From an optimization exercise on the open Yosys and OpenROAD flow, aimed at small area; shortcuts taken in it are not production practice. In this exercise RTL edits were held to simulation tests only and were not proved equivalent to the original.

==> exp/fjord <==
==> flow/design.v <==
package mcdf_fmt_pkg;
  localparam int DATA_WIDE       = 32;
  localparam int CACHE_PTR_WIDE  = 6;
  localparam int FMT_CACHE_DEPTH = 32;
  typedef enum logic [2:0] {
    ST_CHECK0     = 3'd0,
    ST_CHECK      = 3'd1,
    ST_HAND_SHAKE = 3'd2,
    ST_SENT_START = 3'd3,
    ST_DATA_SENT  = 3'd4,
    ST_SENT_END   = 3'd5,
    ST_FLAG_CLR   = 3'd6
  } fmt_state_e;
  function automatic logic [1:0] len_code(input logic [2:0] code);
    case (code)
      3'd0:    len_code = 2'd0;
      3'd1:    len_code = 2'd1;
      3'd2:    len_code = 2'd2;
      default: len_code = 2'd3;
    endcase
  endfunction
endpackage
module fmt_cache
(
  input  logic                                clk,
  input  logic                                i_shift,
  input  logic [mcdf_fmt_pkg::DATA_WIDE-1:0]  i_wdata,
  input  logic [3:0]                          i_tap,     
  output logic [mcdf_fmt_pkg::DATA_WIDE-1:0]  o_rdata
);
  logic [mcdf_fmt_pkg::DATA_WIDE-1:0] r_mem [mcdf_fmt_pkg::FMT_CACHE_DEPTH];
  always_ff @(posedge clk) begin
    if (i_shift) begin
      r_mem[0] <= i_wdata;
      for (int i = 1; i < mcdf_fmt_pkg::FMT_CACHE_DEPTH; i++) r_mem[i] <= r_mem[i-1];
    end
  end
  assign o_rdata = ({mcdf_fmt_pkg::DATA_WIDE{i_tap[0]}} & r_mem[3])
                 | ({mcdf_fmt_pkg::DATA_WIDE{i_tap[1]}} & r_mem[7])
                 | ({mcdf_fmt_pkg::DATA_WIDE{i_tap[2]}} & r_mem[15])
                 | ({mcdf_fmt_pkg::DATA_WIDE{i_tap[3]}} & r_mem[31]);
endmodule
module mcdf_formatter
(
  input  logic                      clk,
  input  logic                      rst_n,
  input  logic [1:0]                fmt_uplink_chid,
  input  logic [2:0]                fmt_fifo0_length,
  input  logic [2:0]                fmt_fifo1_length,
  input  logic [2:0]                fmt_fifo2_length,
  input  logic                      fmt_grant,
  input  logic                      fmt_uplink_valid,
  input  logic [mcdf_fmt_pkg::DATA_WIDE-1:0]      fmt_data_in,
  output logic                      fmt_uplink_ready,
  output logic [1:0]                fmt_chid,
  output logic [mcdf_fmt_pkg::CACHE_PTR_WIDE-1:0] fmt_length,
  output logic                      fmt_req,
  output logic                      fmt_start,
  output logic                      fmt_end,
  output logic [mcdf_fmt_pkg::DATA_WIDE-1:0]      fmt_data
);
  mcdf_fmt_pkg::fmt_state_e r_state;
  logic [4:0]               r_cnt;     
  logic [1:0]               r_len;     
  logic [1:0]               r_chid;    
  logic       w_ready;
  logic       w_open;
  logic       w_accept;
  logic       w_last;
  logic       w_show;
  logic       w_send;
  logic       w_shift;
  logic [2:0] w_len_code;
  logic [3:0] w_len_oh;
  assign w_ready = (r_state == mcdf_fmt_pkg::ST_CHECK);
  assign w_open  = (r_cnt != 5'd0);
  assign w_accept = fmt_uplink_valid & w_ready & ((fmt_uplink_chid != 2'd0) | w_open);
  always_comb begin
    case (fmt_uplink_chid)
      2'd1:    w_len_code = fmt_fifo0_length;
      2'd2:    w_len_code = fmt_fifo1_length;
      2'd3:    w_len_code = fmt_fifo2_length;
      default: w_len_code = 3'd0;
    endcase
  end
  assign w_len_oh = 4'b0001 << r_len;
  assign w_last = (r_cnt[1:0] == 2'b11)
                & (cnt_ok(r_cnt[2], r_len != 2'd0))
                & (cnt_ok(r_cnt[3], r_len[1]))
                & (cnt_ok(r_cnt[4], r_len == 2'd3));
  function automatic logic cnt_ok(input logic b, input logic need);
    cnt_ok = need ? b : ~b;
  endfunction
  assign w_show = (r_state == mcdf_fmt_pkg::ST_HAND_SHAKE) | w_send;
  assign w_send = (r_state == mcdf_fmt_pkg::ST_SENT_START)
                | (r_state == mcdf_fmt_pkg::ST_DATA_SENT)
                | (r_state == mcdf_fmt_pkg::ST_SENT_END);
  assign w_shift = w_accept
                 | (r_state == mcdf_fmt_pkg::ST_SENT_START)
                 | (r_state == mcdf_fmt_pkg::ST_DATA_SENT);
  fmt_cache u_cache (
    .clk     (clk),
    .i_shift (w_shift),
    .i_wdata (fmt_data_in),
    .i_tap   (w_len_oh & {4{w_send}}),
    .o_rdata (fmt_data)
  );
  always_ff @(posedge clk) begin
    if (w_ready & ~w_open) begin
      r_chid <= fmt_uplink_chid;
      r_len  <= mcdf_fmt_pkg::len_code(w_len_code);
    end
  end
  always_ff @(posedge clk or posedge rst_n) begin
    if (rst_n) begin
      r_state <= mcdf_fmt_pkg::ST_CHECK0;
      r_cnt   <= '0;
    end else begin
      case (r_state)
        mcdf_fmt_pkg::ST_CHECK0: begin
          r_state <= mcdf_fmt_pkg::ST_CHECK;
        end
        mcdf_fmt_pkg::ST_CHECK: begin
          if (w_accept) begin
            r_cnt <= r_cnt + 5'd1;
            if (w_open & w_last) r_state <= mcdf_fmt_pkg::ST_HAND_SHAKE;
          end
        end
        mcdf_fmt_pkg::ST_HAND_SHAKE: begin
          r_cnt <= 5'd1;
          if (fmt_grant) r_state <= mcdf_fmt_pkg::ST_SENT_START;
        end
        mcdf_fmt_pkg::ST_SENT_START: begin
          r_cnt   <= r_cnt + 5'd1;
          r_state <= mcdf_fmt_pkg::ST_DATA_SENT;
        end
        mcdf_fmt_pkg::ST_DATA_SENT: begin
          r_cnt <= r_cnt + 5'd1;
          if (w_last) r_state <= mcdf_fmt_pkg::ST_SENT_END;
        end
        mcdf_fmt_pkg::ST_SENT_END: begin
          r_cnt   <= 5'd0;
          r_state <= mcdf_fmt_pkg::ST_FLAG_CLR;
        end
        default: begin
          r_cnt   <= 5'd0;
          r_state <= mcdf_fmt_pkg::ST_CHECK;
        end
      endcase
    end
  end
  assign fmt_uplink_ready = w_ready;
  assign fmt_req          = (r_state == mcdf_fmt_pkg::ST_HAND_SHAKE);
  assign fmt_start        = (r_state == mcdf_fmt_pkg::ST_SENT_START);
  assign fmt_end          = (r_state == mcdf_fmt_pkg::ST_SENT_END);
  assign fmt_chid         = r_chid & {2{w_show}};
  assign fmt_length       = {w_len_oh & {4{w_show}}, 2'b00};
endmodule
==> flow/run.sh <==
#!/bin/bash
# synth_recipe.tcl (not shown) runs the flow's synth.tcl, then flattens the netlist and writes it again
# the make line also repeats each setting of config.mk as NAME=value (left out here)
make -C /OpenROAD-flow-scripts/flow DESIGN_CONFIG=/design/flow/config.mk WORK_HOME=/design/flow/orfs CLKGATE_MAP_FILE= SYNTH_SCRIPT=/design/flow/synth_recipe.tcl finish
==> flow/config.mk <==
export PLATFORM = sky130hd
export DESIGN_NAME = mcdf_formatter
export DESIGN_NICKNAME = mcdf_formatter
export VERILOG_FILES = /design/flow/design.v
export SDC_FILE = /design/flow/constraint.sdc
export NUM_CORES = 4
export LEC_CHECK = 0
export ABC_AREA = 1
export CAP_MARGIN = 20
export CORE_MARGIN = 2
export CORE_UTILIZATION = 60
export CTS_BUF_LIST = sky130_fd_sc_hd__clkbuf_4 sky130_fd_sc_hd__clkbuf_8
export CTS_CLUSTER_SIZE = 30
export SLEW_MARGIN = 20
==> flow/constraint.sdc <==
create_clock -name core_clock -period 5.0 [get_ports {clk}]
set_input_delay 1.0000 -clock core_clock [delete_from_list [all_inputs] [get_ports {clk}]]
set_output_delay 1.0000 -clock core_clock [all_outputs]
set_load 0.01 [all_outputs]
==> exp/delta (differences from exp/fjord) <==
==> flow/design.v, changed modules only <==
module mcdf_formatter
(
  input  logic                      clk,
  input  logic                      rst_n,
  input  logic [1:0]                fmt_uplink_chid,
  input  logic [2:0]                fmt_fifo0_length,
  input  logic [2:0]                fmt_fifo1_length,
  input  logic [2:0]                fmt_fifo2_length,
  input  logic                      fmt_grant,
  input  logic                      fmt_uplink_valid,
  input  logic [mcdf_fmt_pkg::DATA_WIDE-1:0]      fmt_data_in,
  output logic                      fmt_uplink_ready,
  output logic [1:0]                fmt_chid,
  output logic [mcdf_fmt_pkg::CACHE_PTR_WIDE-1:0] fmt_length,
  output logic                      fmt_req,
  output logic                      fmt_start,
  output logic                      fmt_end,
  output logic [mcdf_fmt_pkg::DATA_WIDE-1:0]      fmt_data
);
  logic       r_check;   
  logic       r_hs;      
  logic       r_ss;      
  logic       r_ds;      
  logic       r_se;      
  logic [4:0] r_cnt;     
  logic [3:0] r_len;     
  logic [1:0] r_chid;    
  logic       w_open;
  logic       w_accept;
  logic       w_last;
  logic       w_send;
  logic       w_show;
  logic       w_shift;
  logic [2:0] w_len_code;
  assign w_open   = (r_cnt != 5'd0);
  assign w_accept = fmt_uplink_valid & r_check & ((fmt_uplink_chid != 2'd0) | w_open);
  always_comb begin
    case (fmt_uplink_chid)
      2'd1:    w_len_code = fmt_fifo0_length;
      2'd2:    w_len_code = fmt_fifo1_length;
      2'd3:    w_len_code = fmt_fifo2_length;
      default: w_len_code = 3'd0;
    endcase
  end
  assign w_last = (r_cnt[1:0] == 2'b11)
                & (r_cnt[2] == ~r_len[0])
                & (r_cnt[3] == (r_len[2] | r_len[3]))
                & (r_cnt[4] == r_len[3]);
  assign w_send  = r_ss | r_ds | r_se;
  assign w_show  = r_hs | w_send;
  assign w_shift = w_accept | r_ss | r_ds;
  fmt_cache u_cache (
    .clk     (clk),
    .i_shift (w_shift),
    .i_wdata (fmt_data_in),
    .i_tap   (r_len & {4{w_send}}),
    .o_rdata (fmt_data)
  );
  always_ff @(posedge clk) begin
    if (r_check & ~w_open) begin
      r_chid <= fmt_uplink_chid;
      r_len  <= 4'b0001 << mcdf_fmt_pkg::len_code(w_len_code);
    end
  end
  always_ff @(posedge clk or posedge rst_n) begin
    if (rst_n) begin
      r_check <= 1'b0;
      r_hs    <= 1'b0;
      r_ss    <= 1'b0;
      r_ds    <= 1'b0;
      r_se    <= 1'b0;
      r_cnt   <= '0;
    end else begin
      r_check <= (r_check & ~(w_accept & w_open & w_last))
               | ~(r_check | r_hs | r_ss | r_ds | r_se);
      r_hs    <= (r_check & w_accept & w_open & w_last) | (r_hs & ~fmt_grant);
      r_ss    <= r_hs & fmt_grant;
      r_ds    <= r_ss | (r_ds & ~w_last);
      r_se    <= r_ds & w_last;
      if (w_accept | r_ss | r_ds) r_cnt <= r_cnt + 5'd1;
      else if (r_hs)              r_cnt <= 5'd1;
      else if (r_se)              r_cnt <= 5'd0;
    end
  end
  assign fmt_uplink_ready = r_check;
  assign fmt_req          = r_hs;
  assign fmt_start        = r_ss;
  assign fmt_end          = r_se;
  assign fmt_chid         = r_chid & {2{w_show}};
  assign fmt_length       = {r_len & {4{w_show}}, 2'b00};
endmodule
==> flow/flow/run.sh (new file) <==
#!/bin/bash
# Standard ORFS layout with small port buffers and a clock tree without dummy loads.
set -euo pipefail
bash standard.sh finish \
  "BUFFER_PORTS_ARGS=-buffer_cell sky130_fd_sc_hd__buf_1" \
  "CTS_ARGS=-sink_clustering_enable -repair_clock_nets -dont_use_dummy_load -buf_list sky130_fd_sc_hd__clkbuf_8 -sink_clustering_size 18 -sink_clustering_max_diameter 60" \
  > orfs_flow.log 2>&1
==> flow/standard.sh (new file) <==
#!/bin/bash
# synth_recipe.tcl (not shown) runs the flow's synth.tcl, then flattens the netlist and writes it again
# the make line also repeats each setting of config.mk as NAME=value (left out here)
make -C /OpenROAD-flow-scripts/flow DESIGN_CONFIG=/design/flow/config.mk WORK_HOME=/design/flow/orfs CLKGATE_MAP_FILE= SYNTH_SCRIPT=/design/flow/synth_recipe.tcl "${@:-finish}"
ABC_AREA = default   (was 1)
CAP_MARGIN = 0   (was 20)
CORE_UTILIZATION = 70   (was 60)
CTS_BUF_LIST = default   (was sky130_fd_sc_hd__clkbuf_4 sky130_fd_sc_hd__clkbuf_8)
CTS_CLUSTER_SIZE = default   (was 30)
PLACE_DENSITY = 0.75   (was default)
SLEW_MARGIN = 0   (was 20)
removed: flow/run.sh
==> metrics.csv <==
stage;metric;value;unit
floorplanning;well_tap_count;704;
synth;main_combinational_cell_family_by_area_after_synthesis;simple AND/OR/NAND/NOR gates;
setup_path;rr_startpoint;r_state[2];
clock_tree;clk_transition_reported_paths;0.06;ns
detailed_routing;routed_wire_length_per_instance;18.4;um
outcome;outcome;finished clean;
Source of the figures above: exp/fjord

==> metrics.csv <==
stage;metric;value;unit
setup_path;rr_startpoint;r_cnt[0];
synth;synth_cells;1226;
outcome;outcome;finished clean;
setup_path;timing.reg2reg.setup_slack;2.02;ns
synth;main_combinational_cell_family_by_area_after_synthesis;compound AO/OA/AOI/OAI gates;
timing;post-route-worst-setup-slack;1.12;ns
setup_path;timing.critical_path.to_type;output port;
timing;hold_ws;0.273;ns
clock_tree;clk_transition_reported_paths;0.10;ns
detailed_routing;routed_wire_length_per_instance;21.2;um
Source of the figures above: exp/delta

-- re-timing with driven ports --
No port has a modelled driver above. Below, the same layouts with a new extraction and two added sets of constraints.
Step 1: set_driving_cell puts a clkbuf_16 on clk and a buf_2 on each other input, an assumption about the parent block.
Step 2 adds t to the input delays and takes it off the output delays; t is the mean of the earliest and latest rising clock arrival at the registers after step 1. Input paths then give back, and output paths get back, about the clock's delay inside the block.
a / b / c = ideal ports / drivers / drivers and shift; a / b = the first two.
run	t, ns	setup slack, ns	hold WS [ns]	worst register clock-pin slew, ns
exp/fjord	0.804	0.460 / 0.406 / 1.210	0.403 / 0.403 / 0.403	0.07 / 0.07
exp/delta	0.696	1.121 / 1.070 / 1.490	0.273 / 0.241 / 0.389	0.11 / 0.11
After both steps every run listed still meets setup and hold.
